This design comes from an exercise in tuning for small area, a short achievable clock period and few clock cycles per item on the open sky130 flow, not from production work. RTL that was checked went through simulation tests only; none was proved equivalent to the original.

==> inputs of run a <==
## gated_pulse_count_accumulator
module gated_pulse_count_accumulator (
	input  logic                             clk,
	input  logic                             arst_n,
	input  logic                             sample_valid,
	output logic                             sample_ready,
	input  logic [48:0]                      sample,
	output logic                             result_valid,
	input  logic                             result_ready,
	output logic [193:0]                     result,
	input  logic                             cfg_we,
	input  logic [gpca_pkg::CFG_IDX_W-1:0]   cfg_index,
	input  logic [gpca_pkg::CFG_DATA_W-1:0]  cfg_wdata
);
	logic                          active_high;
	logic [gpca_pkg::WINDOW_W-1:0] win_q;
	logic                          win_rnz;
	logic                          win_zero;
	logic [gpca_pkg::FOLD_W-1:0]   thr;
	logic                          busy;
	logic                          busy_next;
	logic                          ready_q;
	logic                          valid_k;
	logic                          valid_s1;
	logic                          valid_s2;
	logic                          adv;
	logic                          load_s1;
	logic                          take_in;
	logic                          valid_k_n;
	assign sample_ready = ready_q;
	assign take_in      = sample_valid && ready_q;
	assign adv          = valid_s1 && (!valid_s2 || result_ready);
	assign load_s1      = !valid_s1 || adv;
	assign valid_k_n    = (valid_k || take_in) && !load_s1;
	always_ff @(posedge clk or negedge arst_n) begin
		if (!arst_n) begin
			ready_q  <= 1'b1;
			valid_k  <= 1'b0;
			valid_s1 <= 1'b0;
			valid_s2 <= 1'b0;
		end else begin
			ready_q <= !valid_k_n && !busy_next;
			valid_k <= valid_k_n;
			if (load_s1) begin
				valid_s1 <= valid_k || take_in;
			end
			if (!valid_s2 || result_ready) begin
  ...
Settings: LEC_CHECK=0, CAP_MARGIN=20, CORE_MARGIN=2, CORE_UTILIZATION=40, PLACE_DENSITY=0.6, SLEW_MARGIN=20, SYNTH_HIERARCHICAL=1; clock period 11.0 ns.
standard.sh (not shown) runs the stock make flow with config.mk's settings and CLKGATE_MAP_FILE= SYNTH_SCRIPT=/design/flow/synth_recipe.tcl, a recipe that flattens the netlist after the stock synthesis.
==> flow/flow/run.sh <==
#!/bin/bash
# Own layout flow: the standard layout (standard.sh, unchanged synthesis,
# floorplan, power grid, placement, CTS and routing) with two changes:
#  - ports are buffered with sky130_fd_sc_hd__buf_2 instead of the default
#    delay buffer;
#  - timing repair aims for extra setup slack (SETUP_SLACK_MARGIN).
# Each tool's full output stays in orfs/logs; make's output goes to standard.log.
set -euo pipefail
export BUFFER_PORTS_ARGS="-buffer_cell sky130_fd_sc_hd__buf_2"
export SETUP_SLACK_MARGIN=7.2
bash standard.sh > standard.log 2>&1
==> inputs of run b, as changes to run a <==
--- a/flow/design.v
+++ b/flow/design.v
@@ -106,65 +106,12 @@
 	end
 	assign win_q    = quo_q;
 	assign win_rnz  = rnz_q;
 	assign win_zero = wz_q;
 endmodule
 `timescale 1ns / 1ps
-module gpca_pre (
-	input  logic [15:0]                     hw,
-	input  logic                            pin,
-	input  logic [15:0]                     prev_q,
-	input  logic [gpca_pkg::FOLD_W-1:0]     thr,
-	input  logic                            active_high,
-	output logic [15:0]                     dm1,
-	output logic                            pos,
-	output logic                            on,
-	output logic                            fold
-);
-	function automatic logic [32:0] add32(input logic [31:0] a, input logic [31:0] b, input logic cin);
-		logic [31:0] g;
-		logic [31:0] p;
-		logic [31:0] gn;
-		logic [31:0] pn;
-		logic [32:0] c;
-		g = a & b;
-		p = a ^ b;
-		for (int l = 0; l < 5; l++) begin
-			gn = g;
-			pn = p;
-			for (int i = 0; i < 32; i++) begin
-				if (((i >> l) & 1) == 1) begin
-					gn[i] = g[i] | (p[i] & g[((i >> l) << l) - 1]);
-					pn[i] = p[i] & p[((i >> l) << l) - 1];
-				end
-			end
-			g = gn;
-			p = pn;
-		end
-		c[0] = cin;
-		for (int i = 0; i < 32; i++) begin
-			c[i+1] = g[i] | (p[i] & cin);
-		end
-		add32 = {c[32], (a ^ b) ^ c[31:0]};
-	endfunction
-	logic [32:0] fp;
-	logic [32:0] fn;
-	logic [14:0] fn_z;
-	logic [32:0] dm;
-	assign fp = add32({17'd0, hw[14:0]}, {17'd0, ~thr}, 1'b1);
-	assign fn = add32({17'd0, hw[14:0]}, {17'd0, thr}, 1'b0);
-	assign fn_z[0] = hw[0] ^ thr[0];
-	for (genvar i = 1; i < 15; i++) begin : g_fz
-		assign fn_z[i] = (hw[i] ^ thr[i]) ^ (hw[i-1] | thr[i-1]);
-	end
-	assign fold = hw[15] ? (!fn[15] || (fn_z == '0)) : fp[15];
-	assign dm = add32({16'd0, hw}, {16'd0, ~prev_q}, 1'b0);
-	assign dm1 = dm[15:0];
-	assign pos = !(hw[15] ^ !prev_q[15] ^ dm[16]);
-	assign on  = active_high ? pin : ~pin;
-endmodule
 module gpca_core (
 	input  logic                            clk,
 	input  logic                            arst_n,
 	input  logic                            take_in,    
 	input  logic                            load_s1,    
 	input  logic                            use_skid,   
@@ -208,38 +155,37 @@
 	logic [31:0] s_now;
 	logic [15:0] s_dm1;        
 	logic        s_pos;
 	logic        s_on;
 	logic        s_fold;
 	logic [15:0] hw;
-	logic [15:0] dm1_in;
-	logic        pos_in;
-	logic        on_in;
+	logic [32:0] fp;
+	logic [32:0] fn;
+	logic [14:0] fn_z;
 	logic        fold_in;
+	logic [32:0] dm;
 	assign hw = sample[16:1];
-	gpca_pre u_pre (
-		.hw          (hw),
-		.pin         (sample[0]),
-		.prev_q      (prev_q),
-		.thr         (thr),
-		.active_high (active_high),
-		.dm1         (dm1_in),
-		.pos         (pos_in),
-		.on          (on_in),
-		.fold        (fold_in)
-	);
+	assign fp = add32({17'd0, hw[14:0]}, {17'd0, ~thr}, 1'b1);
+	assign fn = add32({17'd0, hw[14:0]}, {17'd0, thr}, 1'b0);
+	assign fn_z[0] = hw[0] ^ thr[0];
+	for (genvar i = 1; i < 15; i++) begin : g_fz
+		assign fn_z[i] = (hw[i] ^ thr[i]) ^ (hw[i-1] | thr[i-1]);
+	end
+	assign fold_in = hw[15] ? (!fn[15] || (fn_z == '0)) : fp[15];
+	assign dm = add32({16'd0, hw}, {16'd0, ~prev_q}, 1'b0);
 	always_ff @(posedge clk or negedge arst_n) begin
 		if (!arst_n) begin
 			prev_q <= '0;
 		end else if (take_in) begin
 			prev_q <= fold_in ? '0 : hw;
 		end
 	end
 	logic [50:0] in_w;
 	logic [50:0] skid_q;
-	assign in_w = {sample[48:17], dm1_in, pos_in, on_in, fold_in};
+	assign in_w = {sample[48:17], dm[15:0], !(hw[15] ^ !prev_q[15] ^ dm[16]),
+		active_high ? sample[0] : ~sample[0], fold_in};
 	always_ff @(posedge clk) begin
 		if (skid_load) begin
 			skid_q <= in_w;
 		end
 	end
 	always_ff @(posedge clk) begin
==> flow/flow/run.sh (replaced) <==
#!/bin/bash
# Own layout flow: the standard layout (standard.sh, unchanged synthesis,
# floorplan, power grid, placement, CTS and routing) with two changes:
#  - ports are buffered with sky130_fd_sc_hd__buf_1 instead of the default
#    delay buffer;
#  - timing repair aims for extra setup slack (SETUP_SLACK_MARGIN).
# Each tool's full output stays in orfs/logs; make's output goes to standard.log.
set -euo pipefail
export BUFFER_PORTS_ARGS="-buffer_cell sky130_fd_sc_hd__buf_1"
export SETUP_SLACK_MARGIN=7.2
bash standard.sh > standard.log 2>&1
CTS_BUF_LIST = sky130_fd_sc_hd__clkbuf_8   (was default)
CTS_CLUSTER_SIZE = 32   (was default)
SYNTH_HIERARCHICAL = default   (was 1)
==> inputs of run c, as changes to run a <==
--- a/flow/design.v
+++ b/flow/design.v
@@ -106,65 +106,12 @@
 	end
 	assign win_q    = quo_q;
 	assign win_rnz  = rnz_q;
 	assign win_zero = wz_q;
 endmodule
 `timescale 1ns / 1ps
-module gpca_pre (
-	input  logic [15:0]                     hw,
-	input  logic                            pin,
-	input  logic [15:0]                     prev_q,
-	input  logic [gpca_pkg::FOLD_W-1:0]     thr,
-	input  logic                            active_high,
-	output logic [15:0]                     dm1,
-	output logic                            pos,
-	output logic                            on,
-	output logic                            fold
-);
-	function automatic logic [32:0] add32(input logic [31:0] a, input logic [31:0] b, input logic cin);
-		logic [31:0] g;
-		logic [31:0] p;
-		logic [31:0] gn;
-		logic [31:0] pn;
-		logic [32:0] c;
-		g = a & b;
-		p = a ^ b;
-		for (int l = 0; l < 5; l++) begin
-			gn = g;
-			pn = p;
-			for (int i = 0; i < 32; i++) begin
-				if (((i >> l) & 1) == 1) begin
-					gn[i] = g[i] | (p[i] & g[((i >> l) << l) - 1]);
-					pn[i] = p[i] & p[((i >> l) << l) - 1];
-				end
-			end
-			g = gn;
-			p = pn;
-		end
-		c[0] = cin;
-		for (int i = 0; i < 32; i++) begin
-			c[i+1] = g[i] | (p[i] & cin);
-		end
-		add32 = {c[32], (a ^ b) ^ c[31:0]};
-	endfunction
-	logic [32:0] fp;
-	logic [32:0] fn;
-	logic [14:0] fn_z;
-	logic [32:0] dm;
-	assign fp = add32({17'd0, hw[14:0]}, {17'd0, ~thr}, 1'b1);
-	assign fn = add32({17'd0, hw[14:0]}, {17'd0, thr}, 1'b0);
-	assign fn_z[0] = hw[0] ^ thr[0];
-	for (genvar i = 1; i < 15; i++) begin : g_fz
-		assign fn_z[i] = (hw[i] ^ thr[i]) ^ (hw[i-1] | thr[i-1]);
-	end
-	assign fold = hw[15] ? (!fn[15] || (fn_z == '0)) : fp[15];
-	assign dm = add32({16'd0, hw}, {16'd0, ~prev_q}, 1'b0);
-	assign dm1 = dm[15:0];
-	assign pos = !(hw[15] ^ !prev_q[15] ^ dm[16]);
-	assign on  = active_high ? pin : ~pin;
-endmodule
 module gpca_core (
 	input  logic                            clk,
 	input  logic                            arst_n,
 	input  logic                            take_in,    
 	input  logic                            load_s1,    
 	input  logic                            use_skid,   
@@ -203,51 +150,52 @@
 			c[i+1] = g[i] | (p[i] & cin);
 		end
 		add32 = {c[32], (a ^ b) ^ c[31:0]};
 	endfunction
 	logic [15:0] prev_q;       
 	logic [31:0] s_now;
-	logic [15:0] s_dm1;        
-	logic        s_pos;
+	logic [11:0] s_dml;        
+	logic        s_c8;         
+	logic [3:0]  s_php;        
+	logic [3:0]  s_phg;
 	logic        s_on;
 	logic        s_fold;
 	logic [15:0] hw;
-	logic [15:0] dm1_in;
-	logic        pos_in;
-	logic        on_in;
+	logic [32:0] fp;
+	logic [32:0] fn;
+	logic [14:0] fn_z;
 	logic        fold_in;
+	logic [32:0] dm;
 	assign hw = sample[16:1];
-	gpca_pre u_pre (
-		.hw          (hw),
-		.pin         (sample[0]),
-		.prev_q      (prev_q),
-		.thr         (thr),
-		.active_high (active_high),
-		.dm1         (dm1_in),
-		.pos         (pos_in),
-		.on          (on_in),
-		.fold        (fold_in)
-	);
+	assign fp = add32({17'd0, hw[14:0]}, {17'd0, ~thr}, 1'b1);
+	assign fn = add32({17'd0, hw[14:0]}, {17'd0, thr}, 1'b0);
+	assign fn_z[0] = hw[0] ^ thr[0];
+	for (genvar i = 1; i < 15; i++) begin : g_fz
+		assign fn_z[i] = (hw[i] ^ thr[i]) ^ (hw[i-1] | thr[i-1]);
+	end
+	assign fold_in = hw[15] ? (!fn[15] || (fn_z == '0)) : fp[15];
+	assign dm = add32({20'd0, hw[11:0]}, {20'd0, ~prev_q[11:0]}, 1'b0);
 	always_ff @(posedge clk or negedge arst_n) begin
 		if (!arst_n) begin
 			prev_q <= '0;
 		end else if (take_in) begin
 			prev_q <= fold_in ? '0 : hw;
 		end
 	end
-	logic [50:0] in_w;
-	logic [50:0] skid_q;
-	assign in_w = {sample[48:17], dm1_in, pos_in, on_in, fold_in};
+	logic [54:0] in_w;
+	logic [54:0] skid_q;
+	assign in_w = {sample[48:17], dm[11:0], dm[12], hw[15:12] ^ ~prev_q[15:12], hw[15:12] & ~prev_q[15:12],
+		active_high ? sample[0] : ~sample[0], fold_in};
 	always_ff @(posedge clk) begin
 		if (skid_load) begin
 			skid_q <= in_w;
 		end
 	end
 	always_ff @(posedge clk) begin
 		if (load_s1) begin
-			{s_now, s_dm1, s_pos, s_on, s_fold} <= use_skid ? skid_q : in_w;
+			{s_now, s_dml, s_c8, s_php, s_phg, s_on, s_fold} <= use_skid ? skid_q : in_w;
 		end
 	end
 	logic [31:0] idle_q;
 	logic        armed_q;
 	logic [31:0] acc_q;
 	logic [31:0] raw_q;
@@ -285,12 +233,18 @@
 		assign hz[i] = (hx[i] ^ hy[i]) ^ (hx[i-1] | hy[i-1]);
 	end
 	assign hi_eq0  = (s_now[31:15] == idle_q[31:15]);
 	assign hi_eq1  = (hz == '0);
 	assign hi_zero = lo_a[15] ? hi_eq0 : hi_eq1;
 	assign late    = !hi_zero || lo_ge;
+	logic [32:0] dmh;
+	logic [15:0] s_dm1;
+	logic        s_pos;
+	assign dmh   = add32({28'd0, s_php | s_phg}, {28'd0, s_phg}, s_c8);
+	assign s_dm1 = {dmh[3:0], s_dml};
+	assign s_pos = !(s_php[3] ^ dmh[4]);
 	logic armed_t;
 	logic take;
 	logic hit;
 	assign armed_t = armed_q || (!s_on && (wz || (idle_nz && late)));
 	assign take    = s_pos && !wz && armed_t;     
 	assign hit     = s_pos && (wz || armed_t);    
==> flow/flow/run.sh (replaced) <==
#!/bin/bash
# Own layout flow: the standard layout (standard.sh, unchanged synthesis,
# floorplan, power grid, placement, CTS and routing) with two changes:
#  - ports are buffered with sky130_fd_sc_hd__buf_1 instead of the default
#    delay buffer;
#  - timing repair aims for extra setup slack (SETUP_SLACK_MARGIN).
# Each tool's full output stays in orfs/logs; make's output goes to standard.log.
set -euo pipefail
export BUFFER_PORTS_ARGS="-buffer_cell sky130_fd_sc_hd__buf_1"
export SETUP_SLACK_MARGIN=7.15
bash standard.sh > standard.log 2>&1
CORE_UTILIZATION = 70   (was 40)
CTS_BUF_LIST = sky130_fd_sc_hd__clkbuf_16   (was default)
CTS_CLUSTER_DIAMETER = 80   (was default)
CTS_CLUSTER_SIZE = 26   (was default)
PLACE_DENSITY = 0.85   (was 0.6)
SYNTH_HIERARCHICAL = default   (was 1)
==> qor summary <==
quantity                                                                                run b                         run a                         run c
Outcome                                                      no timing/DRC/antenna violations  no timing/DRC/antenna violations  no timing/DRC/antenna violations
Clock network area share                                                               6.360%                        5.681%                        2.744%
Data-path buffer share of cell area in the final layout                                5.680%                        7.962%                        7.362%
Hold path start                                                      u_core.skid_q[2]$_DFF_P_  u_core.smp_q[31]$_DFFE_PN0P_     u_core.skid_q[19]$_DFF_P_
Terminus of the critical flop-to-flop path                       u_core.ign_q[31]$_DFFE_PN0P_   u_core.ign_q[6]$_DFFE_PN0P_  u_core.ign_q[12]$_DFFE_PN0P_
Peak clock frequency supported by timing                                            252.6 MHz                     256.1 MHz                     254.1 MHz
Flop and latch count out of synthesis                                                     396                           396                           404
Quantity of gates resized following cts                                                    25                            37                            45
Die X                                                                           230.2 microns                 234.8 microns                 175.0 microns
Final cell count without fillers                                                         2919                          2981                          2614
Share of cell area taken by flip-flops and latches                                     40.60%                        40.05%                        42.71%
Pre-CTS setup slack                                                                  5.378 ns                      5.941 ns                      5.845 ns
Fraction of the mapped netlist area in simple logic gates                              11.36%                        12.43%                        12.33%
Via Count                                                                              14.87k                        15.50k                        15.67k
Total met3 wirelength after detailed routing                                     2462 microns                  2237 microns                  3215 microns
Standard cell with the maximum stage delay on the critical path         sky130_fd_sc_hd__fa_2       sky130_fd_sc_hd__and4_4        sky130_fd_sc_hd__or4_4
Number of flip-flops in the largest register                                               51                            51                            55
Met2 usage                                                                             31.21%                        33.51%                        55.14%
Multiplexer fraction of the synthesized cell area                                      6.345%                        4.545%                        3.947%
Filler Cell Count                                                                        4688                          4772                          1697
Aggregate global-route resource usage                                                  19.54%                        19.37%                        32.57%
Number of enable-type register cells in the synthesized netlist                            53                           104                            57
First-pass GRT wire length                                                      82340 microns                 86300 microns                 80410 microns
CTS Buf Count                                                                              72                            46                            20
Testbench counts of run b, summed over its fixed seeds: cycles 24,128, items 24,000.
Only the layout flow was run in run a and run c; the RTL was not checked for function there.

## re-timing with driven ports
Ports are ideal in the flow. The routed layouts listed here were re-timed in OpenROAD.
Step 1, drivers: a clkbuf_16 drives clk and a buf_2 each remaining input, both assumed.
Step 2 adds t to the input delays and takes it off the output delays; t is the mean of the earliest and latest rising clock arrival at the registers after step 1. Input paths then give back, and output paths get back, about the clock's delay inside the block.
a / b / c = ideal / step 1 / step 2; a / b = the first two.
run	t (ns)	setup slack, ns	hold WS [ns]	worst setup path at the end	pins driven straight from the clock port
run a	0.625	7.096 / 7.046 / 6.421	0.459 / 0.459 / 0.459	input to register	1
run b	0.681	7.042 / 7.041 / 6.359	0.455 / 0.455 / 0.455	input to register	1
run c	0.587	7.065 / 7.094 / 6.507	0.471 / 0.471 / 0.471	input to register	1
After both steps every run listed still meets setup and hold. The setup slack of run b, which loses most, moves by -0.001 ns with the drivers and by -0.683 ns with both steps.
